What follows belongs to an exercise in optimizing a design on an open flow for small area; a production flow would make more cautious choices.
At most, simulation tests tie the RTL to the original design; equivalence was not proved.
No functional check of the RTL was part of run 4.
Power is estimated from default activity; no workload was simulated. No driver is modelled on the clock port, so clocking that relies on it looks cheaper here than on a real chip.

[design.v]
package calc_data_pkg;
    typedef logic [64-1:0] calc_word_t;
    typedef logic [1:0] size_sel_t;
    typedef enum logic [2:0] {
        pick_class,
        pick_op,
        pick_size,
        enter_a,
        enter_b
    } entry_prompt_e;
    typedef struct packed {
        logic       valid;
        calc_word_t value;
    } unit_result_s;
endpackage
package calc_cmd_pkg;
    typedef enum logic [1:0] {
        class_arith,
        class_logic,
        class_fetch,
        class_store
    } calc_class_e;
    typedef enum logic [2:0] {
        arith_add,
        arith_sub,
        arith_mul,
        arith_div,
        arith_rem
    } arith_op_e;
    typedef enum logic [2:0] {
        logic_and,
        logic_nand,
        logic_or,
        logic_nor,
        logic_xor,
        logic_xnor,
        logic_not
    } logic_op_e;
    typedef struct packed {
        logic       spare;
        logic [1:0] idx;
    } reg_sel_s;
    typedef union packed {
        arith_op_e arith_op;
        logic_op_e logic_op;
        reg_sel_s  reg_sel;
    } calc_op_u;
    typedef struct packed {
        calc_class_e              cls;
        calc_op_u                 op;
        logic [1:0]               size;
        logic [64-1:0]  a;
        logic [64-1:0]  b;
    } calc_cmd_s;
endpackage
`timescale 1ns/1ps
module button_debouncer (
    input  logic clk,
    input  logic rst,
    input  logic button,
    output logic press,
    output logic press_next
);
    localparam int CNT_W = $clog2(4 + 1) - 1;
    logic [1:0]       sync;
    logic             sample;
    logic             stable;
    logic [CNT_W-1:0] cnt;
    assign sample = sync[1];
    assign press_next = sample && !stable && (cnt == CNT_W'(4 - 1));
    always_ff @(posedge clk) begin
        if (rst) begin
            sync   <= 2'b00;
            stable <= 1'b0;
            cnt    <= '0;
            press  <= 1'b0;
        end else begin
            sync  <= {sync[0], button};
            press <= 1'b0;
            if (sample == stable) begin
                cnt <= '0;
            end else if (cnt == CNT_W'(4 - 1)) begin
                cnt    <= '0;
                stable <= sample;
                press  <= sample;
            end else begin
                cnt <= cnt + 1'b1;
            end
        end
    end
endmodule
`timescale 1ns/1ps
module entry_sequencer (
    input  logic                     clk,
    input  logic                     rst,
    input  logic                     press,
    input  logic [16-1:0] switches,
    output logic [2:0]               prompt,
    output logic [1:0]               cls,
    output logic [2:0]               op,
    output logic [1:0]               size,
    output logic [1:0]               chunk,
    output logic                     issue
);
    logic [2:0] prompt_nxt;
    logic [1:0] chunk_nxt;
    logic       last_chunk;
    logic       skip_a;
    logic       skip_b;
    assign last_chunk = (chunk == size);
    assign skip_a     = (cls == 2'd2);
    assign skip_b     = skip_a || (cls == 2'd3) || ((cls == 2'd1) && (op == 3'd6));
    always_comb begin
        prompt_nxt = prompt;
        chunk_nxt  = chunk;
        issue      = 1'b0;
        if (press) begin
            case (prompt)
                3'd0: prompt_nxt = 3'd1;
                3'd1: prompt_nxt = 3'd2;
                3'd2: begin
                    chunk_nxt = '0;
                    if (skip_a) begin
                        issue      = 1'b1;
                        prompt_nxt = 3'd0;
                    end else begin
                        prompt_nxt = 3'd3;
                    end
                end
                3'd3: begin
                    if (!last_chunk) begin
                        chunk_nxt = chunk + 2'd1;
                    end else if (skip_b) begin
                        issue      = 1'b1;
                        prompt_nxt = 3'd0;
                    end else begin
                        chunk_nxt  = '0;
                        prompt_nxt = 3'd4;
                    end
                end
                3'd4: begin
                    if (!last_chunk) begin
                        chunk_nxt = chunk + 2'd1;
                    end else begin
                        issue      = 1'b1;
                        prompt_nxt = 3'd0;
                    end
                end
                default: prompt_nxt = 3'd0;
            endcase
        end
    end
    always_ff @(posedge clk) begin
        if (rst) begin
            prompt <= 3'd0;
            chunk  <= '0;
        end else begin
            prompt <= prompt_nxt;
            chunk  <= chunk_nxt;
        end
        if (press && prompt == 3'd0) cls  <= switches[1:0];
        if (press && prompt == 3'd1) op   <= switches[2:0];
        if (press && prompt == 3'd2) size <= switches[1:0];
    end
endmodule
`timescale 1ns/1ps
module int_arith (
    input  logic        clk,
    input  logic        clr,       
    input  logic        ph,        
    input  logic        sbit,      
    input  logic        e,         
    input  logic        s,         
    input  logic        bext,      
    input  logic [31:0] b,         
    output logic [31:0] head,
    output logic [31:0] tail,
    output logic        sgn
);
    logic [31:0] x1;
    logic [31:0] x0;
    logic        cx;
    logic        cc;
    logic [31:0] xin;
    logic [31:0] bb;
    logic [31:0] y;
    logic        co;
    assign head = x1;
    assign tail = x0;
    assign xin = {x1[30:0], ph ? cx : sbit};
    logic [32:0] c;
    logic        pe;
    logic        ne;
    assign pe = e & ~s;
    assign ne = e & s;
    assign bb = (b ^ {32{s}}) & {32{e}};
    assign c[0] = ph ? cc : s;
    always_comb begin
        for (int j = 0; j < 32; j++) begin
            y[j]   = xin[j] ^ bb[j] ^ c[j];
            c[j+1] = (xin[j] & bb[j]) | (xin[j] & c[j]) | (bb[j] & c[j]);
        end
    end
    assign co = c[32];
    always_ff @(posedge clk) begin
        x0 <= y;
        x1 <= clr ? 32'd0 : x0;
        cx <= x1[31];
        cc <= co;
        if (clr) begin
            sgn <= 1'b0;
        end else if (ph) begin
            sgn <= x1[31] ^ bext ^ co;
        end
    end
endmodule
`timescale 1ns/1ps
module opnd_ring (
    input  logic        clk,
    input  logic [1:0]  wr,        
    input  logic [15:0] wdata,
    input  logic        sh,        
    input  logic        ins_lo,    
    input  logic        ph,        
    output logic [31:0] head,      
    output logic [31:0] tail,      
    output logic        msb        
);
    logic [31:0] d1;
    logic [31:0] d0;
    logic [31:0] nxt;
    logic        carry;
    logic        ins;
    assign head = d1;
    assign tail = d0;
    assign msb  = ph ? d1[31] : d0[31];
    assign ins = ph ? carry : ins_lo;
    always_comb begin
        nxt = sh ? {d1[30:0], ins} : d1;
        if (wr[0]) nxt[15:0]  = wdata;
        if (wr[1]) nxt[31:16] = wdata;
    end
    always_ff @(posedge clk) begin
        d0    <= nxt;
        d1    <= d0;
        carry <= d1[31];
    end
endmodule
`timescale 1ns/1ps
module result_bank (
    input  logic        clk,
    input  logic        rst,
    input  logic [1:0]  idx,
    input  logic        wr0,       
    input  logic        wr1,       
    input  logic        wbit,
    input  logic        rhalf,     
    output logic        rbit,
    input  logic        load,
    input  logic        src_a,
    input  logic [63:0] val_a,
    input  logic [63:0] val_x,
    input  logic [1:0]  size,
    output logic [63:0] result,
    output logic        sign,
    output logic        done
);
    logic [4-1:0][63:0] ring;
    logic [3:0]  valid;
    logic [3:0]  sel_a;
    logic [3:0]  sel_x;
    logic        hold;
    logic [63:0] value;
    logic        top;
    assign value = src_a ? val_a : val_x;
    assign top   = value[{size, 4'hf}];
    always_ff @(posedge clk) begin
        for (int r = 0; r < 4; r++) begin
            ring[r][63:2] <= ring[r][62:1];
            ring[r][1]    <= (wr1 && idx == 2'(r)) ? wbit : ring[r][0];
            ring[r][0]    <= (wr0 && idx == 2'(r)) ? wbit : ring[r][63];
        end
    end
    always_ff @(posedge clk) begin
        if (rst) begin
            valid <= '0;
        end else if (wr0) begin
            valid[idx] <= 1'b1;
        end
    end
    assign rbit = valid[idx] && (rhalf ? ring[idx][0] : ring[idx][63]);
    always_comb begin
        for (int k = 0; k < 4; k++) begin
            sel_a[k] = load && !rst && src_a  && (2'(k) <= size);
            sel_x[k] = load && !rst && !src_a && (2'(k) <= size);
        end
    end
    assign hold = !load && !rst;
    always_ff @(posedge clk) begin
        for (int i = 0; i < 64; i++) begin
            result[i] <= (result[i] & hold) | (val_a[i] & sel_a[i/16]) | (val_x[i] & sel_x[i/16]);
        end
        sign <= (sign & hold) | (load && !rst && top);
        done <= load && !rst;
    end
endmodule
`timescale 1ns/1ps
module calc_top (
    input  logic                         clk,
    input  logic                         rst,
    input  logic                         enable,
    input  logic [16-1:0]     switches,
    output calc_data_pkg::entry_prompt_e prompt,
    output calc_data_pkg::calc_word_t    result,
    output logic                         sign,
    output logic                         done
);
    logic        press;
    logic        press_next;
    logic [2:0]  prompt_q;
    logic [1:0]  cls;
    logic [2:0]  op;
    logic [1:0]  size;
    logic [1:0]  chunk;
    logic        issue;
    button_debouncer debounce_i (
        .clk(clk), .rst(rst), .button(enable), .press(press), .press_next(press_next)
    );
    entry_sequencer seq_i (
        .clk(clk), .rst(rst), .press(press), .switches(switches),
        .prompt(prompt_q), .cls(cls), .op(op), .size(size), .chunk(chunk), .issue(issue)
    );
    assign prompt = calc_data_pkg::entry_prompt_e'(prompt_q);
    localparam logic [1:0] ST_IDLE = 2'd0;
    localparam logic [1:0] ST_PEND = 2'd1;
    localparam logic [1:0] ST_RUN  = 2'd2;
    logic [5:0] g;
    logic [1:0] st;
    logic [1:0] round;
    logic       ph;
    logic       run;
    logic       main;
    logic       i63;
    logic       i64;
    logic       ld;
    assign ph   = g[0];
    assign run  = (st == ST_RUN);
    assign main = run && !round[1];
    assign i63  = run && (round == 2'd1) && (g[5:1] == 5'd31);
    assign i64  = run && (round == 2'd2) && (g[5:1] == 5'd0);
    assign ld   = run && (round == 2'd2) && (g == 6'd2);
    always_ff @(posedge clk) begin
        if (rst) begin
            g     <= '0;
            st    <= ST_IDLE;
            round <= '0;
        end else begin
            g <= g + 6'd1;
            if ((issue || st == ST_PEND) && g == 6'd63) begin
                st    <= ST_RUN;
                round <= '0;
            end else if (issue) begin
                st <= ST_PEND;
            end else if (ld) begin
                st <= ST_IDLE;
            end else if (run && g == 6'd63) begin
                round <= round + 2'd1;
            end
        end
    end
    logic is_arith, is_logic, is_fetch, is_store;
    logic addsub, mul, dv, rm, divrem;
    assign is_arith = (cls == 2'd0);
    assign is_logic = (cls == 2'd1);
    assign is_fetch = (cls == 2'd2);
    assign is_store = (cls == 2'd3);
    assign addsub   = is_arith && (op[2:1] == 2'b00);
    assign mul      = is_arith && (op == 3'd2);
    assign dv       = is_arith && (op == 3'd3);
    assign rm       = is_arith && (op == 3'd4);
    assign divrem   = dv || rm;
    logic        wcyc;
    logic [1:0]  wr_a, wr_b;
    logic [15:0] wdata;
    logic [31:0] a_head, a_tail, b_head, b_tail;
    logic        a_msb, b_msb;
    logic        sh_a, sh_b, ins_a, ins_b;
    logic        sgn;
    logic        bt;
    assign wcyc  = press_next || press;
    assign wdata = (prompt_q == 3'd0) ? 16'd0 : switches;
    always_comb begin
        for (int h = 0; h < 2; h++) begin
            wr_a[h] = wcyc && ((prompt_q == 3'd0) ||
                               ((prompt_q == 3'd3) && (ph == chunk[1]) && (chunk[0] == 1'(h))));
            wr_b[h] = wcyc && ((prompt_q == 3'd0) ||
                               ((prompt_q == 3'd4) && (ph == chunk[1]) && (chunk[0] == 1'(h))));
        end
    end
    assign sh_a  = main || (i64 && dv);
    assign ins_a = divrem ? !sgn : a_msb;
    assign sh_b  = (main && is_logic) || (i63 && rm);
    assign ins_b = is_logic && b_msb;
    opnd_ring ring_a (
        .clk(clk), .wr(wr_a), .wdata(wdata), .sh(sh_a), .ins_lo(ins_a), .ph(ph),
        .head(a_head), .tail(a_tail), .msb(a_msb)
    );
    opnd_ring ring_b (
        .clk(clk), .wr(wr_b), .wdata(wdata), .sh(sh_b), .ins_lo(ins_b), .ph(ph),
        .head(b_head), .tail(b_tail), .msb(b_msb)
    );
    always_ff @(posedge clk) begin
        if (ph) bt <= b_msb;
    end
    logic        lf;
    logic        rbit;
    logic        sbit;
    logic        e;
    logic        s;
    logic        bext;
    logic [31:0] x_head, x_tail;
    always_comb begin
        case (op)
            3'd0: lf = a_msb & b_msb;
            3'd1: lf = !(a_msb & b_msb);
            3'd2: lf = a_msb | b_msb;
            3'd3: lf = !(a_msb | b_msb);
            3'd4: lf = a_msb ^ b_msb;
            3'd5: lf = !(a_msb ^ b_msb);
            3'd6: lf = !a_msb;
            default: lf = 1'b0;
        endcase
    end
    always_comb begin
        sbit = 1'b0;
        if (main) begin
            if (addsub || divrem) sbit = a_msb;
            if (is_logic)         sbit = lf;
            if (is_fetch)         sbit = rbit;
        end
    end
    assign e    = (main && ((addsub && i63) || (mul && a_msb) || divrem)) || (i64 && rm && sgn);
    assign s    = e && ((addsub && op[0]) || (divrem && main && !sgn));
    assign bext = e && (s || (i64 && bt));
    int_arith work_i (
        .clk(clk), .clr(!run), .ph(ph), .sbit(sbit), .e(e), .s(s), .bext(bext),
        .b(b_head), .head(x_head), .tail(x_tail), .sgn(sgn)
    );
    logic        hold_wr0, hold_wr1;
    assign hold_wr0 = main && is_store && !round[0] && !ph;
    assign hold_wr1 = main && is_store &&  round[0] && !ph;
    result_bank bank_i (
        .clk(clk), .rst(rst),
        .idx(op[1:0]), .wr0(hold_wr0), .wr1(hold_wr1), .wbit(a_msb), .rhalf(round[0]),
        .rbit(rbit),
        .load(ld), .src_a(dv || is_store), .val_a({a_tail, a_head}),
        .val_x({sgn, x_tail, x_head[31:1]}), .size(size),
        .result(result), .sign(sign), .done(done)
    );
endmodule
[flow/run.sh]
#!/bin/bash
# The standard layout (standard.sh) with three changes:
#  - synthesis is synth_recipe.tcl unchanged except that its abc (logic
#    mapping) call uses the area-oriented script flow/area.abc
#  - the port buffers use the smallest buffer cell
#  - clock tree synthesis uses clkbuf_16 with larger sink clusters and no
#    dummy loads
set -euo pipefail
work=$PWD
cat > "$work/flow_synth.tcl" <<EOT
proc abc {args} {
  set i [lsearch -exact \$args -script]
  if {\$i >= 0} { lset args [expr {\$i + 1}] $work/flow/area.abc }
  yosys abc {*}\$args
}
source $work/synth_recipe.tcl
EOT
export BUFFER_PORTS_ARGS="-buffer_cell sky130_fd_sc_hd__buf_1"
export CTS_ARGS="-sink_clustering_enable -repair_clock_nets -buf_list sky130_fd_sc_hd__clkbuf_16 -sink_clustering_size 32 -sink_clustering_max_diameter 80 -dont_use_dummy_load"
bash standard.sh SYNTH_SCRIPT="$work/flow_synth.tcl" finish > standard_flow.log 2>&1
[flow/area.abc]
strash
dc2
dc2
dch -f
amap -m
topo
buffer -c
[standard.sh]
#!/bin/bash
# synth_recipe.tcl (not shown) runs the flow's synth.tcl, then flattens the netlist and writes it again
# the make line also repeats each setting of config.mk as NAME=value (left out here)
make -C /OpenROAD-flow-scripts/flow DESIGN_CONFIG=/design/flow/config.mk WORK_HOME=/design/flow/orfs CLKGATE_MAP_FILE= SYNTH_SCRIPT=/design/flow/synth_recipe.tcl "${@:-finish}"
[config.mk]
export PLATFORM = sky130hd
export DESIGN_NAME = calc_top
export DESIGN_NICKNAME = calc_top
export VERILOG_FILES = /design/flow/design.v
export SDC_FILE = /design/flow/constraint.sdc
export NUM_CORES = 8
export LEC_CHECK = 0
export ABC_AREA = 1
export CAP_MARGIN = 20
export CORE_MARGIN = 2
export CORE_UTILIZATION = 80
export SLEW_MARGIN = 20
[constraint.sdc]
create_clock -name core_clock -period 400.0 [get_ports {clk}]
set_input_delay 80.0000 -clock core_clock [delete_from_list [all_inputs] [get_ports {clk}]]
set_output_delay 80.0000 -clock core_clock [all_outputs]
set_load 0.01 [all_outputs]
==> results_dict.tcl, run 1 <==
set metrics [dict create \
    status "finished clean" \
    grt_max_degree 66 \
    holdBufCountCts 0 \
    required_ns 400.48 \
    ir_worst_vdd_mv 0.00432 \
    ys.flop_type "dfxtp_1" \
    routed-via-count 10400 \
    rsz0062_at_grt "false" \
    slew_headroom 0.236 \
    final-hold-violation-count 0 \
    cts.clk_slew.worst_paths_ns 0.11 \
    timing.rr.end "work_i.sgn" \
    area_growth_pct 3.87 \
    yosysSeqAreaShare 0.682 \
    regArea_um2 11100 \
    insertion_delay_ns 0.53 \
    htree_levels 1 \
    synth.avg_cell_area_um2 12.5 \
    num_io_pins 88 \
    setup_viol 0 \
    first_iter_violations 1246 \
    max_freq_mhz 12.1 \
    grtUsageTotal 0.346 \
    drt_wl_total_um 37100 \
    grt_first_pass_wirelength_um 58000 \
    end_kind "register" \
    critical_path_class "in -> reg" \
    synth-edff-count 8 \
    fin_crit_ns 82.63 \
    antennaDiodeCount 0 \
    postCtsSetupBuffers 0 \
    use_met1 0.470 \
    nets 1437 \
    first_global_vias 10400 \
    arrival_ns 83.11 \
    p_per_area_nw_per_um2 4.81 \
    p_leak_nw 7.07 \
    hpwl_um 23000 \
    reg2reg_slack_ns 382.08 \
    die-width_um 147 \
    fin_cells 1646 \
    fp-row-count 52 \
    ant_nets 0 \
    yosysUniqueCellTypes 41 \
    wl_per_cell_um 22.6 \
    dp.cells 1625 \
    start_util 0.812 \
    cts.sinks 552 \
    grt_overflow 0 \
    finalPower_mw 0.0816 \
    cp-start-kind "input port" \
    first_pass_iters 7 \
    portBuffers 87 \
    cap_violations 0 \
    synth_nets 1368 \
    gp_congestion 0.857 \
    cp-endpoint "bank_i.result[60]" \
    fill_cells 1019 \
    setup_tns_ns 0 \
    path_max_fanout 20 \
    period_share 0.207 \
    busiest_layer "met2" \
    ys_ff_latch 552 \
    die_h_um 147 \
    cp-startpoint "rst" \
    cts.repair.resized 0 \
    die_area_um2 21600 \
    clock-skew-final_ns 0.0556 \
    async_reset_ff_frac 0 \
    multiInputGateArea_um2 4090 \
    final-max-slew-violation-count 0 \
    whs_ns 0.266 \
    drc 0 \
    clockBufferDepth 3 \
    final_common_cell "dfxtp_1" \
    worst_pin_slew_ns 1.15 \
    cts_root_buf "clkbuf_16" \
    netlist_instances 1309 \
    grt_use_met2 0.567 \
    antenna_found_initial 1 \
    r2r_cells 48 \
    cts_made_buffers 21 \
    core-area_um2 20100 \
    hold_path_class "reg -> reg" \
    yosys_warnings 6 \
    viasPerCell 6.29 \
    r2r-start "g[0]" \
    cts_tree "yes" \
    final_cell_mix "544 x dfxtp_1, 133 x nor2_1, 118 x inv_1" \
    drive_gt1_frac 0.0640 \
    synth_area_um2 16300 \
    grt_use_met3 0.0578 \
]
[metal layers]
layer,vias up,wire (um)
li1,4638,-
met3,120,3340
met2,627,17900
met5,-,11
met1,4974,14500
met4,2,1350
[critical path: stages]
cell and delay, ns:
buf_1 0.07, buf_4 0.20, inv_1 0.13, nand2_1 0.17, nor2_1 0.16, buf_4 0.31
inv_1 0.13, nor2_1 0.59, inv_1 0.52, nor2_1 0.20, buf_4 0.29, a222oi_1 0.19
inv_1 0.14
[cells in the mapped netlist (2+ instances only)]
library cell	count	share of area
dfxtp_1	544	0.67
nor2_1	136	0.031
inv_1	118	0.027
o22ai_1	67	0.026
nand2_1	65	0.015
a222oi_1	56	0.034
clkbuf_8	49	0.041
fa_1	32	0.039
a211oi_1	29	0.013
a21oi_1	29	0.0089
and2b_2	27	0.014
o21ai_0	22	0.0067
a22oi_1	20	0.0092
a32oi_1	16	0.0086
nor3_1	13	0.0040
o32ai_1	10	0.0054
a221oi_1	9	0.0048
edfxtp_1	8	0.015
ha_1	8	0.0061
or2_2	6	0.0023
nor2_2	5	0.0019
a31oi_1	4	0.0015
clkbuf_1	3	0.00069
nand3_1	3	0.00092
nand4_1	3	0.0012
nor4_1	3	0.0012
o221ai_1	3	0.0016
o31ai_1	3	0.0014
or3_2	3	0.0014
a311oi_1	2	0.0011
clkinv_1	2	0.00046
o221a_2	2	0.0014
[worst min-delay path by stage]
stage | slack (ns) | startpoint | cells past startpoint | to
3_3_place_gp | 0.31 | bank_i.ring[98] | 0 | bank_i.ring[99]
5_1_grt | 0.26 | bank_i.ring[90] | 0 | bank_i.ring[91]
3_5_place_dp | 0.31 | bank_i.ring[65] | 0 | bank_i.ring[66]
2_1_floorplan | 0.31 | bank_i.ring[99] | 0 | bank_i.ring[100]
4_1_cts | 0.27 | bank_i.ring[90] | 0 | bank_i.ring[91]
6_report | 0.27 | bank_i.ring[90] | 0 | bank_i.ring[91]
[state kept, by name, indices dropped and copies added (netlist names), 4 cells and up]
register       cells
ring_b.d0         32
ring_b.d1         32
ring_a.d0         32
bank_i.valid       4
work_i.x0         32
ring_a.d1         32
g                  6
bank_i.result     64
work_i.x1         32
bank_i.ring      256
[logic make-up (layout without fill, tap and decap cells)]
group / Yosys count / after routing / synth area share
buf+inv: 172 / 239 / 0.0696
fa+ha+maj: 40 / 40 / 0.0454
simple gates: 267 / 267 / 0.0750
flops: 552 / 552 / 0.682
compound gates: 278 / 278 / 0.128
[area by class of cell]
class / count / share of cell area
clock buffer: 21 / 0.0310
multi-input combinational: 585 / 0.242
inverter: 120 / 0.0266
tap: 270 / 0.0199
sequential: 552 / 0.657
timing repair buffer: 98 / 0.0241
[where the power goes]
part / leakage, nW / internal (mW) / switching (mW)
Sequential: 4.53 / 0.0556 / 0.000426
Combinational: 2.28 / 0.000319 / 0.000510
Clock: 0.259 / 0.00953 / 0.0152
[through the flow]
stage / setup WS, ns / instance area (um2) / utilization
after global routing: 317.26 / 16900 / 0.843
final: 317.37 / 16900 / 0.843
after global placement: 317.07 / 16400 / 0.816
after CTS: 317.56 / 16900 / 0.843
after floorplan: 318.33 / 16300 / -
after detailed placement: 317.15 / 16400 / 0.817
==> inputs of run 2 (changes only) <==
==> flow/area.abc (replaced) <==
strash
balance
rewrite
refactor
balance
rewrite
rewrite -z
balance
refactor -z
rewrite -z
balance
dch -f
amap
==> results_dict.tcl, run 2 <==
set metrics [dict create \
    grt_max_degree 66 \
    whs_ns 0.254 \
    grt_overflow 0 \
    p_comb_frac 0.011 \
    die-width_um 143 \
    p_switching_mw 0.0169 \
    cp-start-kind "input port" \
    reg2reg_slack_ns 381.71 \
    cts.sinks 552 \
    core-area_um2 18800 \
    cts.repair.resized 0 \
    wl_per_cell_um 28.3 \
    r2r_cells 49 \
    area_growth_pct 8.96 \
    critical_path_class "in -> reg" \
    yosysTopAreaCellShare 0.703 \
    async_reset_ff_frac 0 \
    max_freq_mhz 12.2 \
    cts_root_buf "clkbuf_16" \
    nets 1426 \
    p_int_mw 0.0654 \
    synthMuxAreaShare 0 \
    fp-row-count 50 \
    yosys_warnings 6 \
    cpPeakStageDelay_ns 0.41 \
    synth_nets 1295 \
    final-hold-violation-count 0 \
    end_kind "register" \
    cts_tree "yes" \
    largest_register_ffs 256 \
    synth_fa_ha_area_frac 0.0478 \
    cp_cell_sequence "buf_1 -> buf_4 -> clkinv_1 -> nand2_1 -> nor2_1 -> buf_4 -> clkinv_1 -> nor2_1 -> buf_4 -> a222oi_1 -> clkinv_1" \
    status "finished clean" \
    die_area_um2 20500 \
    setup_viol 0 \
    grt_first_pass_wirelength_um 69200 \
    drt_wl_total_um 46000 \
    crit_slowest_cell "a222oi_1" \
    ant_nets 0 \
    min_path_cells 0 \
    first_pass_iters 15 \
    start_util 0.822 \
    cts_made_buffers 21 \
    fin_crit_ns 81.89 \
    fin_cells 1626 \
    final_common_cell "dfxtp_1" \
    period_share 0.205 \
    ys.flop_type "dfxtp_1" \
    reg.largest.list "bank_i.ring (256), bank_i.result (64)" \
    p_sw_frac 0.205 \
    portBuffers 87 \
    synth_compound_area_frac 0.136 \
    cap_violations 0 \
    synth_area_um2 15500 \
    slew_headroom 0.407 \
    drc 0 \
    antenna_found_initial 2 \
    gp_congestion 0.953 \
    required_ns 400.38 \
    synth-edff-count 8 \
    postCtsSetupBuffers 0 \
    clockPowerShare 0.308 \
    synth.most_common_cell "dfxtp_1" \
    hpwl_um 26300 \
    routed-via-count 11400 \
    grtUsageTotal 0.453 \
    synth.avg_cell_area_um2 12.5 \
    p_leak_nw 6.43 \
    ys_ff_latch 552 \
    final-max-slew-violation-count 0 \
    arrival_ns 82.27 \
    dp.cells 1603 \
    num_io_pins 88 \
    cts.clk_slew.worst_paths_ns 0.11 \
    top_register "bank_i.ring" \
    path_max_fanout 18 \
    die_h_um 143 \
    yosys-top-cells-area "dfxtp_1 70%, fa_1 4.1%, a222oi_1 4.1%, o22ai_1 3.1%, clkinv_1 2.8%" \
    setup_tns_ns 0 \
    rsz0062_at_grt "false" \
    yosysSeqAreaShare 0.719 \
    first_iter_violations 2012 \
    insertion_delay_ns 0.54 \
    synth.top_cells.by_count "544 x dfxtp_1, 117 x clkinv_1, 114 x nor2_1, 77 x o22ai_1, 64 x nand2_1" \
    synth_top_family_by_area "compound AO/OA/AOI/OAI gates" \
    pwr-share-seq 0.680 \
    drive_gt1_frac 0.0344 \
    viasPerCell 7.03 \
    worst_pin_slew_ns 0.890 \
    p_per_area_nw_per_um2 4.88 \
    holdBufCountCts 0 \
    htree_levels 1 \
    synth_top_area_cell "dfxtp_1" \
    synth_xor_area_frac 0 \
    clock-skew-final_ns 0.0610 \
    yosysUniqueCellTypes 35 \
    ir_worst_vdd_mv 0.00461 \
    hold_path_class "reg -> reg" \
    netlist_instances 1236 \
    clockBufferDepth 3 \
    first_global_vias 11400 \
    final_cell_mix "544 x dfxtp_1, 117 x clkinv_1, 113 x nor2_1" \
    synth-simple-area-share 0.0692 \
]
[run 2: cell count changes after synthesis, moves of 10 or more]
cell / delta
clkinv_1: +115
and2b_2: -27
nor2_1: -22
a22oi_1: -17
nor2b_1: +36
clkbuf_8: -49
o22ai_1: +10
inv_1: -118
[run 2: critical path: cells and delay by family]
family          cells  cell delay, ns
buf+inv             7            1.47
simple gates        3            0.36
compound gates      1            0.41
[run 2: layout make-up]
type,instances,area (um2)
sequential,552,11100
clock buffer,21,526
inverter,117,439
timing repair buffer,108,504
multi-input combinational,567,3950
antenna,1,2.50
fill,652,1960
tap,260,325
[run 2: metrics by stage]
step / worst slack [ns] / power, mW / cell area (um2) / utilization
floorplan: 317.65 / 0.0576 / 15500 / -
global placement: 318.09 / 0.0579 / 16300 / 0.866
detailed placement: 317.84 / 0.0581 / 16300 / 0.866
CTS: 318.31 / 0.0819 / 16800 / 0.894
global route: 317.97 / 0.0836 / 16900 / 0.896
finish: 318.11 / 0.0824 / 16900 / 0.896
[run 2: kinds of logic (layout without fill, tap and decap cells)]
group	count (synthesis)	count (layout)
DFF	552	552
AOI/OAI and AO/OA	281	281
and+or+nand+nor	246	246
buffers and inverters	117	246
adders and majority gates	40	40
other	0	1
[run 2: power groups by stage]
stage	Sequential [mW]	Clock, mW	Combinational, mW
2_1_floorplan	0.0570	0	0.000513
3_3_place_gp	0.0572	0	0.000786
3_5_place_dp	0.0572	0	0.000842
4_1_cts	0.0560	0.0250	0.000884
5_1_grt	0.0561	0.0265	0.000988
6_report	0.0561	0.0254	0.000933
[run 2: final timing paths]
check,startpoint,to
min,bank_i.ring[222],bank_i.ring[223]
max,rst,bank_i.result[33]
min reg2reg,bank_i.ring[222],bank_i.ring[223]
max reg2reg,g[0],work_i.sgn
[run 2: routing by layer]
layer	track usage	part of all wire	vias up
met1	0.566	0.33	5287
met3	0.114	0.13	380
met4	0.281	0.084	2
met2	0.713	0.45	1133
li1	-	-	4629
met5	0	0.00028	-
==> inputs of run 3 (changes only) <==
--- a/flow/area.abc
+++ b/flow/area.abc
@@ -10,4 +10,4 @@
 rewrite -z
 balance
 dch -f
-amap
+amap -F 4 -A 10
==> results_dict.tcl, run 3 <==
set metrics [dict create \
    status "finished clean" \
    synth-simple-area-share 0.0628 \
    final_common_cell "dfxtp_1" \
    synth_nets 1291 \
    critical_path_class "in -> reg" \
    ant_nets 0 \
    cts.clk_slew.worst_paths_ns 0.11 \
    synth_fa_ha_area_frac 0.0478 \
    antenna_found_initial 1 \
    viasPerCell 7.12 \
    p_per_area_nw_per_um2 4.88 \
    netlist_instances 1232 \
    timing.rr.end "work_i.sgn" \
    critPathMostFrequentCell "clkinv_1" \
    worst_pin_slew_ns 1.13 \
    holdBufCountCts 0 \
    reg2reg_slack_ns 381.61 \
    cts.sinks 552 \
    period_share 0.205 \
    yosys-top-cells-area "dfxtp_1 70%, fa_1 4.1%, a222oi_1 4.1%, o22ai_1 3.0%, clkinv_1 3.0%" \
    clockBufferDepth 3 \
    portBuffers 87 \
    cts_tree "yes" \
    synth_top_area_cell "dfxtp_1" \
    grt_max_degree 66 \
    postLayoutCoreUtil 0.897 \
    die-width_um 143 \
    ys.flop_type "dfxtp_1" \
    grtUsageTotal 0.465 \
    routed-via-count 11500 \
    htree_levels 1 \
    final-hold-violation-count 0 \
    die_area_um2 20500 \
    hold_path_class "reg -> reg" \
    fin_crit_ns 82.05 \
    top_register "bank_i.ring" \
    max_freq_mhz 12.2 \
    synth.most_common_cell "dfxtp_1" \
    p_leak_nw 6.41 \
    final-max-slew-violation-count 0 \
    fill_cells 666 \
    synthMuxAreaShare 0 \
    core-area_um2 18800 \
    place_area_um2 16300 \
    required_ns 400.48 \
    first_iter_violations 2047 \
    ir_worst_vdd_mv 0.00455 \
    grt_first_pass_wirelength_um 69900 \
    cts_made_buffers 21 \
    largest_register_ffs 256 \
    cts.repair.resized 0 \
    rsz0062_at_grt "false" \
    r2r-start "seq_i.op[0]" \
    cap_violations 0 \
    synth.top_cells.by_count "544 x dfxtp_1, 124 x clkinv_1, 92 x nor2_1, 75 x o22ai_1" \
    arrival_ns 82.53 \
    clock-skew-final_ns 0.0890 \
    cp-start-kind "input port" \
    synth-edff-count 8 \
    synth_compound_area_frac 0.141 \
    drive_gt1_frac 0.0339 \
    synth_top_family_by_area "compound AO/OA/AOI/OAI gates" \
    fp-row-count 50 \
    cts_root_buf "clkbuf_16" \
    r2r_cells 48 \
    yosys_warnings 6 \
    end_kind "register" \
    synth.avg_cell_area_um2 12.6 \
    design_area_um2 16900 \
    yosysTopAreaCellShare 0.703 \
    cpPeakStageDelay_ns 0.73 \
    num_io_pins 88 \
    synth_xor_area_frac 0 \
    first_pass_iters 10 \
    reg.largest.list "bank_i.ring (256), bank_i.result (64)" \
    fin_cells 1619 \
    cp_cell_sequence "buf_1 -> buf_4 -> clkinv_1 -> nand2_1 -> nor2_1 -> buf_4 -> clkinv_1 -> nor3_4 -> a222oi_1 -> clkinv_1" \
    postCtsSetupBuffers 0 \
    ys_ff_latch 552 \
    async_reset_ff_frac 0 \
    gp_congestion 0.905 \
    drt_wl_total_um 46900 \
    path_max_fanout 17 \
    yosysUniqueCellTypes 36 \
    slew_headroom 0.245 \
    final_cell_mix "544 x dfxtp_1, 123 x clkinv_1, 91 x nor2_1" \
    start_util 0.823 \
    wl_per_cell_um 29.0 \
    hpwl_um 26800 \
    insertion_delay_ns 0.57 \
    drc 0 \
    yosysSeqAreaShare 0.718 \
    dp.cells 1597 \
    die_h_um 143 \
    crit_slowest_cell "nor3_4" \
    setup_viol 0 \
    area_growth_pct 8.93 \
    setup_tns_ns 0 \
    cp-endpoint "bank_i.result[61]" \
    cp-startpoint "rst" \
    nets 1419 \
    synth_area_um2 15500 \
    first_global_vias 11400 \
    min_path_cells 0 \
    grt_overflow 0 \
]
run 3: changes by cell type after synthesis, sizes merged, moves of 2 or more:
| cell | previous run | this run |
|---|---|---|
| a2111oi | 0 | 2 |
| or3 | 4 | 1 |
| o21ai | 15 | 26 |
| a211oi | 34 | 29 |
| o22ai | 77 | 75 |
| o32ai | 3 | 5 |
| clkinv | 117 | 124 |
| o221a | 1 | 3 |
| o221ai | 6 | 4 |
| nor2 | 114 | 92 |
| a31oi | 1 | 9 |
| a221oi | 15 | 13 |
| nor2b | 36 | 38 |
run 3: critical path: cells and delay by family:
kind | cells | cell delay (ns)
AOI/OAI and AO/OA | 1 | 0.28
buffers and inverters | 6 | 1.12
and+or+nand+nor | 3 | 1.09
run 3: worst min path at each step:
stage                             to              from
finish               bank_i.ring[69]   bank_i.ring[68]
global route         bank_i.ring[69]   bank_i.ring[68]
CTS                  bank_i.ring[69]   bank_i.ring[68]
detailed placement  bank_i.ring[165]  bank_i.ring[164]
global placement        ring_b.d1[9]      ring_b.d0[9]
floorplan           bank_i.ring[100]   bank_i.ring[99]
run 3: final cells by class:
class	instances	area [um2]	share of cell area
antenna	1	2.50	0.000148
clock buffer	21	526	0.0311
inverter	124	465	0.0276
multi-input combinational	556	3970	0.235
sequential	552	11100	0.659
tap	260	325	0.0193
timing repair buffer	105	462	0.0273
run 3: per-stage QoR:
step / worst slack [ns] / total power [mW] / hold slack [ns]
5_1_grt: 317.90 / 0.0838 / 0.267
4_1_cts: 317.81 / 0.0818 / 0.277
2_1_floorplan: 317.65 / 0.0576 / 0.310
6_report: 317.95 / 0.0823 / 0.273
3_5_place_dp: 317.38 / 0.0581 / 0.312
3_3_place_gp: 317.57 / 0.0580 / 0.310
run 3: per-layer routing:
metal  track usage  wire length, um  up-vias
met5             0               15        -
met4         0.298             4110        2
met3         0.132             5960      371
met2         0.741            21500     1127
met1         0.557            15300     5396
li1              -                -     4624
run 3: cell families after synthesis:
logic type / count (synthesis)
fa+ha+maj: 40
compound gates: 295
flops: 552
simple gates: 221
buf+inv: 124
run 3: where the power goes:
part           internal [mW]  leakage, nW  switching [mW]
registers             0.0556         4.54        0.000492
clock network        0.00954        0.259          0.0157
logic               0.000337         1.62        0.000666
==> inputs of run 4 (changes only) <==
--- a/design.v
+++ b/design.v
@@ -255,6 +255,7 @@
     input  logic        wr1,       
     input  logic        wbit,
     input  logic        rhalf,     
+    input  logic        wipe,      
     output logic        rbit,
     input  logic        load,
     input  logic        src_a,
@@ -266,7 +267,6 @@
     output logic        done
 );
     logic [4-1:0][63:0] ring;
-    logic [3:0]  valid;
     logic [3:0]  sel_a;
     logic [3:0]  sel_x;
     logic        hold;
@@ -277,18 +277,11 @@
     always_ff @(posedge clk) begin
         for (int r = 0; r < 4; r++) begin
             ring[r][63:2] <= ring[r][62:1];
-            ring[r][1]    <= (wr1 && idx == 2'(r)) ? wbit : ring[r][0];
-            ring[r][0]    <= (wr0 && idx == 2'(r)) ? wbit : ring[r][63];
+            ring[r][1]    <= (wipe || (wr1 && idx == 2'(r))) ? (wbit && !wipe) : ring[r][0];
+            ring[r][0]    <= (wipe || (wr0 && idx == 2'(r))) ? (wbit && !wipe) : ring[r][63];
         end
     end
-    always_ff @(posedge clk) begin
-        if (rst) begin
-            valid <= '0;
-        end else if (wr0) begin
-            valid[idx] <= 1'b1;
-        end
-    end
-    assign rbit = valid[idx] && (rhalf ? ring[idx][0] : ring[idx][63]);
+    assign rbit = rhalf ? ring[idx][0] : ring[idx][63];
     always_comb begin
         for (int k = 0; k < 4; k++) begin
             sel_a[k] = load && !rst && src_a  && (2'(k) <= size);
@@ -349,6 +342,14 @@
     assign i63  = run && (round == 2'd1) && (g[5:1] == 5'd31);
     assign i64  = run && (round == 2'd2) && (g[5:1] == 5'd0);
     assign ld   = run && (round == 2'd2) && (g == 6'd2);
+    logic wipe;
+    always_ff @(posedge clk) begin
+        if (rst) begin
+            wipe <= 1'b1;
+        end else if (g == 6'd63) begin
+            wipe <= 1'b0;
+        end
+    end
     always_ff @(posedge clk) begin
         if (rst) begin
             g     <= '0;
@@ -451,7 +452,7 @@
     assign hold_wr1 = main && is_store &&  round[0] && !ph;
     result_bank bank_i (
         .clk(clk), .rst(rst),
-        .idx(op[1:0]), .wr0(hold_wr0), .wr1(hold_wr1), .wbit(a_msb), .rhalf(round[0]),
+        .idx(op[1:0]), .wr0(hold_wr0), .wr1(hold_wr1), .wbit(a_msb), .rhalf(round[0]), .wipe(wipe),
         .rbit(rbit),
         .load(ld), .src_a(dv || is_store), .val_a({a_tail, a_head}),
         .val_x({sgn, x_tail, x_head[31:1]}), .size(size),
==> flow/run.sh (replaced) <==
#!/bin/bash
# The standard layout (standard.sh) with three changes:
#  - synthesis is synth_recipe.tcl unchanged except that its abc (logic
#    mapping) call uses the area-oriented script flow/area.abc
#  - the port buffers use the smallest buffer cell
#  - clock tree synthesis uses clkbuf_16 buffers with larger sink clusters and no
#    dummy loads
set -euo pipefail
work=$PWD
cat > "$work/flow_synth.tcl" <<EOT
proc abc {args} {
  set i [lsearch -exact \$args -script]
  if {\$i >= 0} { lset args [expr {\$i + 1}] $work/flow/area.abc }
  yosys abc {*}\$args
}
source $work/synth_recipe.tcl
EOT
export BUFFER_PORTS_ARGS="-buffer_cell sky130_fd_sc_hd__buf_1"
export CTS_ARGS="-sink_clustering_enable -repair_clock_nets -buf_list sky130_fd_sc_hd__clkbuf_8 -sink_clustering_size 16 -sink_clustering_max_diameter 80 -dont_use_dummy_load"
bash standard.sh SYNTH_SCRIPT="$work/flow_synth.tcl" finish > standard_flow.log 2>&1
==> results_dict.tcl, run 4 <==
set metrics [dict create \
    preCtsSetupSlack_ns 317.37 \
    first_iter_violations 2130 \
    wl_met3_um 5260 \
    setup_tns_ns 0 \
    cpPeakStageDelay_ns 0.65 \
    dp.cells 1582 \
    synth_top_area_cell "dfxtp_1" \
    cts.sinks 549 \
    ir_worst_vdd_mv 0.00478 \
    fp-row-count 50 \
    holdBufCountCts 0 \
    grt_overflow 0 \
    dr.max_layer_used "met4" \
    netlist_instances 1217 \
    period_share 0.206 \
    yosysTopAreaCellShare 0.702 \
    whs_ns 0.272 \
    first_global_vias 11100 \
    area_growth_pct 9.06 \
    synth_nets 1276 \
    grt_max_degree 66 \
    largest_register_ffs 256 \
    final_cell_mix "541 x dfxtp_1, 119 x clkinv_1, 87 x buf_1" \
    clockBufferDepth 3 \
    cts_root_buf "clkbuf_8" \
    routed-via-count 11200 \
    start_util 0.819 \
    final-max-slew-violation-count 0 \
    min_path_cells 0 \
    r2r_cells 47 \
    wl_per_cell_um 26.3 \
    drt_wl_total_um 42700 \
    cts.repair.resized 0 \
    synth-simple-area-share 0.0621 \
    antenna_found_initial 0 \
    clock-skew-final_ns 0.0443 \
    max_freq_mhz 12.1 \
    hpwl_um 26300 \
    critical_path_class "in -> reg" \
    num_io_pins 88 \
    final.setup.worst_slack_ns 317.45 \
    cts.clk_slew.worst_paths_ns 0.10 \
    synth_compound_area_frac 0.143 \
    dr_wl_met2_um 19700 \
    path_max_fanout 16 \
    synth.most_common_cell "dfxtp_1" \
    portBuffers 87 \
    cp_cell_sequence "buf_1 -> clkinv_1 -> nand2_1 -> nor2_1 -> buf_4 -> clkinv_1 -> nor3_2 -> buf_4 -> a222oi_1 -> clkinv_1" \
    fin_crit_ns 82.55 \
    postCtsSetupBuffers 0 \
    required_ns 400.43 \
    final_common_cell "dfxtp_1" \
    regArea_um2 11100 \
    yosysUniqueCellTypes 35 \
    place_area_um2 16200 \
    cp-start-kind "input port" \
    critPathMostFrequentCell "clkinv_1" \
    drc 0 \
    fill_cells 735 \
    status "finished clean" \
    crit_slowest_cell "a222oi_1" \
    antennaDiodeCount 0 \
    yosys_warnings 6 \
    ant_nets 0 \
    yosysSeqAreaShare 0.718 \
    async_reset_ff_frac 0 \
    viasPerCell 6.87 \
    hold_path_class "reg -> reg" \
    cts_made_buffers 40 \
    r2r-start "g[0]" \
    ys.flop_type "dfxtp_1" \
    worst_pin_slew_ns 1.07 \
    yosys-top-cells-area "dfxtp_1 70%, fa_1 4.2%, a222oi_1 4.1%, o22ai_1 3.4%, clkinv_1 2.9%" \
    core-area_um2 18800 \
    cap_violations 0 \
    p_per_area_nw_per_um2 4.86 \
    p_leak_nw 6.40 \
    slew_headroom 0.281 \
    drive_gt1_frac 0.0470 \
    synthMuxAreaShare 0 \
    reg.largest.list "bank_i.ring (256), bank_i.result (64)" \
    ys_ff_latch 549 \
    synth-edff-count 8 \
    design_area_um2 16800 \
    arrival_ns 82.98 \
    rsz0062_at_grt "false" \
    met1_length_um 14700 \
    final-hold-violation-count 0 \
    die_h_um 143 \
    synth_xor_area_frac 0 \
    htree_levels 2 \
    end_kind "register" \
    synth.top_cells.by_count "541 x dfxtp_1, 119 x clkinv_1, 83 x o22ai_1, 79 x nor2_1" \
    nets 1424 \
    top_register "bank_i.ring" \
    finalPower_mw 0.0818 \
    die_area_um2 20400 \
    insertion_delay_ns 0.57 \
    multiInputGateArea_um2 3940 \
    setup_viol 0 \
    hold_end "bank_i.ring[150]" \
    synth_area_um2 15400 \
    postLayoutCoreUtil 0.893 \
    gp_congestion 0.968 \
    synth.avg_cell_area_um2 12.7 \
    synth_top_family_by_area "compound AO/OA/AOI/OAI gates" \
    cts_tree "yes" \
    grtUsageTotal 0.421 \
    first_pass_iters 9 \
    reg2reg_slack_ns 382.01 \
    synth_fa_ha_area_frac 0.0480 \
    min_from "bank_i.ring[149]" \
    grt_first_pass_wirelength_um 64100 \
    timing.rr.end "work_i.sgn" \
    die-width_um 143 \
    fin_cells 1623 \
]
[run 4: cell types whose count changed after synthesis, sizes merged, moves of 4 or more]
| cell | previous run | this run |
|---|---|---|
| clkinv | 124 | 119 |
| o21ai | 26 | 21 |
| o22a | 0 | 4 |
| a22oi | 2 | 9 |
| nor2 | 92 | 79 |
| o22ai | 75 | 83 |
| a21oi | 34 | 25 |
| a31oi | 9 | 14 |
[run 4: layout make-up]
cell class	instances	area share
clock buffer	40	0.0327
multi-input combinational	549	0.235
tap	260	0.0193
inverter	119	0.0266
sequential	549	0.658
timing repair buffer	106	0.0284
[run 4: where the power goes]
group	internal (mW)	switching (mW)	leakage, nW
Combinational	0.000315	0.000575	1.61
Clock	0.00903	0.0161	0.288
Sequential	0.0553	0.000470	4.50
[run 4: logic make-up (layout without fill, tap and decap cells)]
family,after synthesis,after routing
DFF,549,549
adders and majority gates,40,40
and+or+nand+nor,214,214
AOI/OAI and AO/OA,295,295
buffers and inverters,119,265
[run 4: how the worst max path moves through the flow]
stage | startpoint | to | slack [ns] | depth (start not counted)
after floorplan | rst | bank_i.result[0] | 317.65 | 3
after global placement | rst | bank_i.result[55] | 317.35 | 9
after detailed placement | rst | bank_i.result[29] | 317.37 | 10
after CTS | rst | bank_i.result[28] | 317.82 | 10
after global routing | rst | bank_i.result[55] | 317.51 | 10
final | rst | bank_i.result[55] | 317.45 | 10
[run 4: per-layer routing]
metal | vias to the layer above | track usage
met5 | - | 0
met4 | 0 | 0.239
met3 | 307 | 0.126
met2 | 1017 | 0.669
met1 | 5216 | 0.517
li1 | 4618 | -
[run 4: worst max-delay path, delay by kind of cell]
kind	cells	cell delay, ns
buffers and inverters	6	1.88
AO/OA/AOI/OAI	1	0.65
AND/OR/NAND/NOR	3	0.45
==> inputs of run 5 (changes only) <==
--- a/design.v
+++ b/design.v
@@ -171,6 +171,7 @@
     input  logic        sbit,      
     input  logic        e,         
     input  logic        s,         
+    input  logic        binv,      
     input  logic        bext,      
     input  logic [31:0] b,         
     output logic [31:0] head,
@@ -193,7 +194,7 @@
     logic        ne;
     assign pe = e & ~s;
     assign ne = e & s;
-    assign bb = (b ^ {32{s}}) & {32{e}};
+    assign bb = (b ^ {32{binv}}) & {32{e}};
     assign c[0] = ph ? cc : s;
     always_comb begin
         for (int j = 0; j < 32; j++) begin
@@ -218,30 +219,36 @@
 module opnd_ring (
     input  logic        clk,
     input  logic [1:0]  wr,        
-    input  logic [15:0] wdata,
+    input  logic [15:0] wdata,     
     input  logic        sh,        
     input  logic        ins_lo,    
     input  logic        ph,        
+    input  logic        pol,       
     output logic [31:0] head,      
     output logic [31:0] tail,      
     output logic        msb        
 );
     logic [31:0] d1;
     logic [31:0] d0;
-    logic [31:0] nxt;
+    logic [31:0] nxt_n;
     logic        carry;
     logic        ins;
+    logic [1:0]  keep;
+    logic [1:0]  move;
     assign head = d1;
     assign tail = d0;
-    assign msb  = ph ? d1[31] : d0[31];
+    assign msb  = (ph ? d1[31] : d0[31]) ^ pol;
     assign ins = ph ? carry : ins_lo;
+    assign keep = ~wr & {2{~sh}};
+    assign move = ~wr & {2{sh}};
     always_comb begin
-        nxt = sh ? {d1[30:0], ins} : d1;
-        if (wr[0]) nxt[15:0]  = wdata;
-        if (wr[1]) nxt[31:16] = wdata;
+        for (int j = 0; j < 32; j++) begin
+            nxt_n[j] = ~((wr[j/16] & wdata[j%16]) | (keep[j/16] & d1[j]) |
+                         (move[j/16] & ((j == 0) ? ins : d1[(j+31)%32])));
+        end
     end
     always_ff @(posedge clk) begin
-        d0    <= nxt;
+        d0    <= nxt_n;
         d1    <= d0;
         carry <= d1[31];
     end
@@ -341,7 +348,7 @@
     assign main = run && !round[1];
     assign i63  = run && (round == 2'd1) && (g[5:1] == 5'd31);
     assign i64  = run && (round == 2'd2) && (g[5:1] == 5'd0);
-    assign ld   = run && (round == 2'd2) && (g == 6'd2);
+    assign ld   = run && (round == 2'd2) && (g == ((dv || is_store) ? 6'd4 : 6'd2));
     logic wipe;
     always_ff @(posedge clk) begin
         if (rst) begin
@@ -389,7 +396,9 @@
     logic        sgn;
     logic        bt;
     assign wcyc  = press_next || press;
-    assign wdata = (prompt_q == 3'd0) ? 16'd0 : switches;
+    logic pol;
+    assign pol   = g[1];
+    assign wdata = ((prompt_q == 3'd0) ? 16'd0 : switches) ^ {16{pol}};
     always_comb begin
         for (int h = 0; h < 2; h++) begin
             wr_a[h] = wcyc && ((prompt_q == 3'd0) ||
@@ -403,11 +412,11 @@
     assign sh_b  = (main && is_logic) || (i63 && rm);
     assign ins_b = is_logic && b_msb;
     opnd_ring ring_a (
-        .clk(clk), .wr(wr_a), .wdata(wdata), .sh(sh_a), .ins_lo(ins_a), .ph(ph),
+        .clk(clk), .wr(wr_a), .wdata(wdata), .sh(sh_a), .ins_lo(ins_a ^ pol), .ph(ph), .pol(pol),
         .head(a_head), .tail(a_tail), .msb(a_msb)
     );
     opnd_ring ring_b (
-        .clk(clk), .wr(wr_b), .wdata(wdata), .sh(sh_b), .ins_lo(ins_b), .ph(ph),
+        .clk(clk), .wr(wr_b), .wdata(wdata), .sh(sh_b), .ins_lo(ins_b ^ pol), .ph(ph), .pol(pol),
         .head(b_head), .tail(b_tail), .msb(b_msb)
     );
     always_ff @(posedge clk) begin
@@ -444,7 +453,7 @@
     assign s    = e && ((addsub && op[0]) || (divrem && main && !sgn));
     assign bext = e && (s || (i64 && bt));
     int_arith work_i (
-        .clk(clk), .clr(!run), .ph(ph), .sbit(sbit), .e(e), .s(s), .bext(bext),
+        .clk(clk), .clr(!run), .ph(ph), .sbit(sbit), .e(e), .s(s), .binv(s ^ pol), .bext(bext),
         .b(b_head), .head(x_head), .tail(x_tail), .sgn(sgn)
     );
     logic        hold_wr0, hold_wr1;
--- a/flow/run.sh
+++ b/flow/run.sh
@@ -16,5 +16,5 @@
 source $work/synth_recipe.tcl
 EOT
 export BUFFER_PORTS_ARGS="-buffer_cell sky130_fd_sc_hd__buf_1"
-export CTS_ARGS="-sink_clustering_enable -repair_clock_nets -buf_list sky130_fd_sc_hd__clkbuf_8 -sink_clustering_size 16 -sink_clustering_max_diameter 80 -dont_use_dummy_load"
+export CTS_ARGS="-sink_clustering_enable -repair_clock_nets -buf_list sky130_fd_sc_hd__clkbuf_16 -sink_clustering_size 32 -sink_clustering_max_diameter 80 -dont_use_dummy_load"
 bash standard.sh SYNTH_SCRIPT="$work/flow_synth.tcl" finish > standard_flow.log 2>&1
==> results_dict.tcl, run 5 <==
set metrics [dict create \
    cts_root_buf "clkbuf_16" \
    synth-edff-count 8 \
    async_reset_ff_frac 0 \
    grtUsageTotal 0.413 \
    max_freq_mhz 12.2 \
    worst_pin_slew_ns 1.07 \
    synth_top_area_cell "dfxtp_1" \
    cts.sinks 549 \
    area_growth_pct 8.52 \
    required_ns 400.48 \
    die_h_um 142 \
    multiInputGateArea_um2 3850 \
    fill_cells 709 \
    num_io_pins 88 \
    insertion_delay_ns 0.56 \
    start_util 0.817 \
    cts_tree "yes" \
    reg2reg_slack_ns 380.94 \
    rsz0062_at_grt "false" \
    synth_nets 1224 \
    regArea_um2 11100 \
    yosysSeqAreaShare 0.722 \
    antenna_found_initial 1 \
    grt_first_pass_wirelength_um 63000 \
    grt_overflow 0 \
    die-width_um 142 \
    fin_crit_ns 82.01 \
    drt_wl_total_um 41500 \
    ys.flop_type "dfxtp_1" \
    ys_ff_latch 549 \
    wl_per_cell_um 27.3 \
    yosys_warnings 6 \
    synth_area_um2 15300 \
    netlist_instances 1167 \
    min_path_cells 0 \
    setup_tns_ns 0 \
    end_kind "register" \
    synth.avg_cell_area_um2 13.1 \
    slew_headroom 0.283 \
    whs_ns 0.258 \
    cts_made_buffers 21 \
    p_leak_nw 6.27 \
    r2r-start "g[0]" \
    fp-row-count 50 \
    nets 1349 \
    synth.most_common_cell "dfxtp_1" \
    setup_viol 0 \
    grt_max_degree 66 \
    hold_path_class "reg -> reg" \
    first_iter_violations 2033 \
    gp_congestion 0.933 \
    yosysTopAreaCellShare 0.706 \
    preCtsSetupSlack_ns 317.67 \
    status "finished clean" \
    cts.repair.resized 0 \
    first_global_vias 10800 \
    holdBufCountCts 0 \
    path_max_fanout 16 \
    postCtsSetupBuffers 0 \
    clock-skew-final_ns 0.0638 \
    die_area_um2 20300 \
    clockBufferDepth 3 \
    arrival_ns 82.49 \
    cts.clk_slew.worst_paths_ns 0.11 \
    period_share 0.205 \
    first_pass_iters 10 \
    yosysUniqueCellTypes 34 \
    final-hold-violation-count 0 \
    viasPerCell 7.12 \
    reg.largest.list "bank_i.ring (256), bank_i.result (64)" \
    min_from "bank_i.ring[12]" \
    final-max-slew-violation-count 0 \
    routed-via-count 10900 \
    final_common_cell "dfxtp_1" \
    top_register "bank_i.ring" \
    drc 0 \
    largest_register_ffs 256 \
    hpwl_um 25400 \
    timing.rr.end "work_i.sgn" \
    yosys-top-cells-area "dfxtp_1 71%, a222oi_1 8.3%, fa_1 4.2%, clkinv_1 3.0%, a21oi_1 2.0%" \
    htree_levels 1 \
    ant_nets 0 \
    synth.top_cells.by_count "541 x dfxtp_1, 127 x a222oi_1, 121 x clkinv_1, 60 x a21oi_1, 52 x nor2_1" \
    hold_end "bank_i.ring[13]" \
    cp-start-kind "input port" \
    cp-startpoint "rst" \
    p_per_area_nw_per_um2 4.98 \
    critical_path_class "in -> reg" \
    portBuffers 87 \
    final_cell_mix "541 x dfxtp_1, 127 x a222oi_1, 121 x clkinv_1" \
    postLayoutCoreUtil 0.887 \
    finalPower_mw 0.0828 \
    core-area_um2 18800 \
    final.setup.worst_slack_ns 317.99 \
    r2r_cells 52 \
    cap_violations 0 \
    antennaDiodeCount 0 \
    drive_gt1_frac 0.0349 \
    ir_worst_vdd_mv 0.00459 \
]
run 5: cell count changes in the layout (fill, tap and decap cells not counted), moves of 13 or more:
cell / previous run / this run
a32oi_1: 16 / 0
a211oi_1: 28 / 0
o22ai_1: 82 / 16
clkbuf_8: 40 / 0
a222oi_1: 63 / 127
a21oi_1: 25 / 60
nor2_1: 78 / 47
o21ai_0: 19 / 50
nand2_1: 63 / 17
clkbuf_16: 0 / 21
a31oi_1: 14 / 27
run 5: layer usage:
metal | track usage | wire length, um | vias up
met3 | 0.0771 | 4720 | 267
met2 | 0.684 | 19700 | 1000
met1 | 0.515 | 14100 | 5070
met5 | 0 | 0 | -
met4 | 0.233 | 3000 | 0
li1 | - | - | 4520
run 5: per-stage QoR:
step,instances,cell area [um2]
6_report,1524,16600
5_1_grt,1524,16600
4_1_cts,1524,16600
3_5_place_dp,1503,16100
3_3_place_gp,1500,16100
2_1_floorplan,1167,15300
run 5: worst max path at each step:
stage	depth (start not counted)	slack (ns)	endpoint
detailed placement	9	317.67	bank_i.result[63]
global placement	9	317.46	bank_i.result[57]
floorplan	3	317.65	bank_i.result[0]
CTS	9	318.09	bank_i.result[63]
global route	9	317.91	bank_i.result[56]
finish	9	317.99	bank_i.result[63]
run 5: logic make-up (layout without fill, tap and decap cells):
logic type               count (synthesis)  after routing  share of synthesized area
flip-flops                             549            549                      0.722
AO/OA/AOI/OAI                          319            319                      0.157
AND/OR/NAND/NOR                        139            139                     0.0441
buffers and inverters                  122            245                     0.0299
adder cells (fa/ha/maj)                 38             38                     0.0467
run 5: final cells by class:
cell class / instances / share of cell area
multi-input combinational: 496 / 0.231
timing repair buffer: 103 / 0.0271
inverter: 121 / 0.0273
clock buffer: 21 / 0.0316
sequential: 549 / 0.665
tap: 234 / 0.0176
run 5: power by group:
group	leakage (nW)	switching (mW)	total, mW	internal, mW
Combinational	1.54	0.00156	0.00211	0.000541
Sequential	4.46	0.000542	0.0559	0.0553
Clock	0.259	0.0153	0.0248	0.00953
Total	6.27	0.0174	0.0828	0.0654
run 5: worst max-delay path, cell delays in order:
cell and delay (ns):
buf_1 0.32, nor2_1 0.25, clkinv_1 0.15, nor2_1 0.11
buf_4 0.28, clkinv_1 0.21, nor3_4 0.78, a222oi_1 0.28
clkinv_1 0.10

re-timing with driven ports:
The results above use ideal ports. As a check the final layouts listed here were re-extracted and re-timed, cells and wires unchanged. Step 1 (the two cells are an assumption about what drives the block):
set clk [get_ports {clk}]
set_driving_cell -lib_cell sky130_fd_sc_hd__clkbuf_16 $clk
set_driving_cell -lib_cell sky130_fd_sc_hd__buf_2 [delete_from_list [all_inputs] $clk]
Step 2 moves the port delays by t, midway between the first and last clock arrival at a register: inputs arrive t later, outputs are due t later. That takes back most of the time a late clock gives input paths. Three values: ideal, step 1, step 2; two values: the first two.
run | t (ns) | setup WS [ns] | latest minus earliest clock arrival (ns)
run 1 | 0.569 | 317.368 / 317.402 / 316.833 | 0.075 / 0.074
run 2 | 0.576 | 318.105 / 318.128 / 317.553 | 0.101 / 0.101
run 3 | 0.573 | 317.952 / 317.982 / 317.409 | 0.090 / 0.090
run 4 | 0.604 | 317.452 / 317.466 / 316.862 | 0.065 / 0.066
run 5 | 0.580 | 317.993 / 318.015 / 317.435 | 0.074 / 0.074
After both steps setup and hold are still met in every run listed. The setup slack of run 4, which loses most, moves by +0.014 ns with the drivers and by -0.590 ns with both steps.
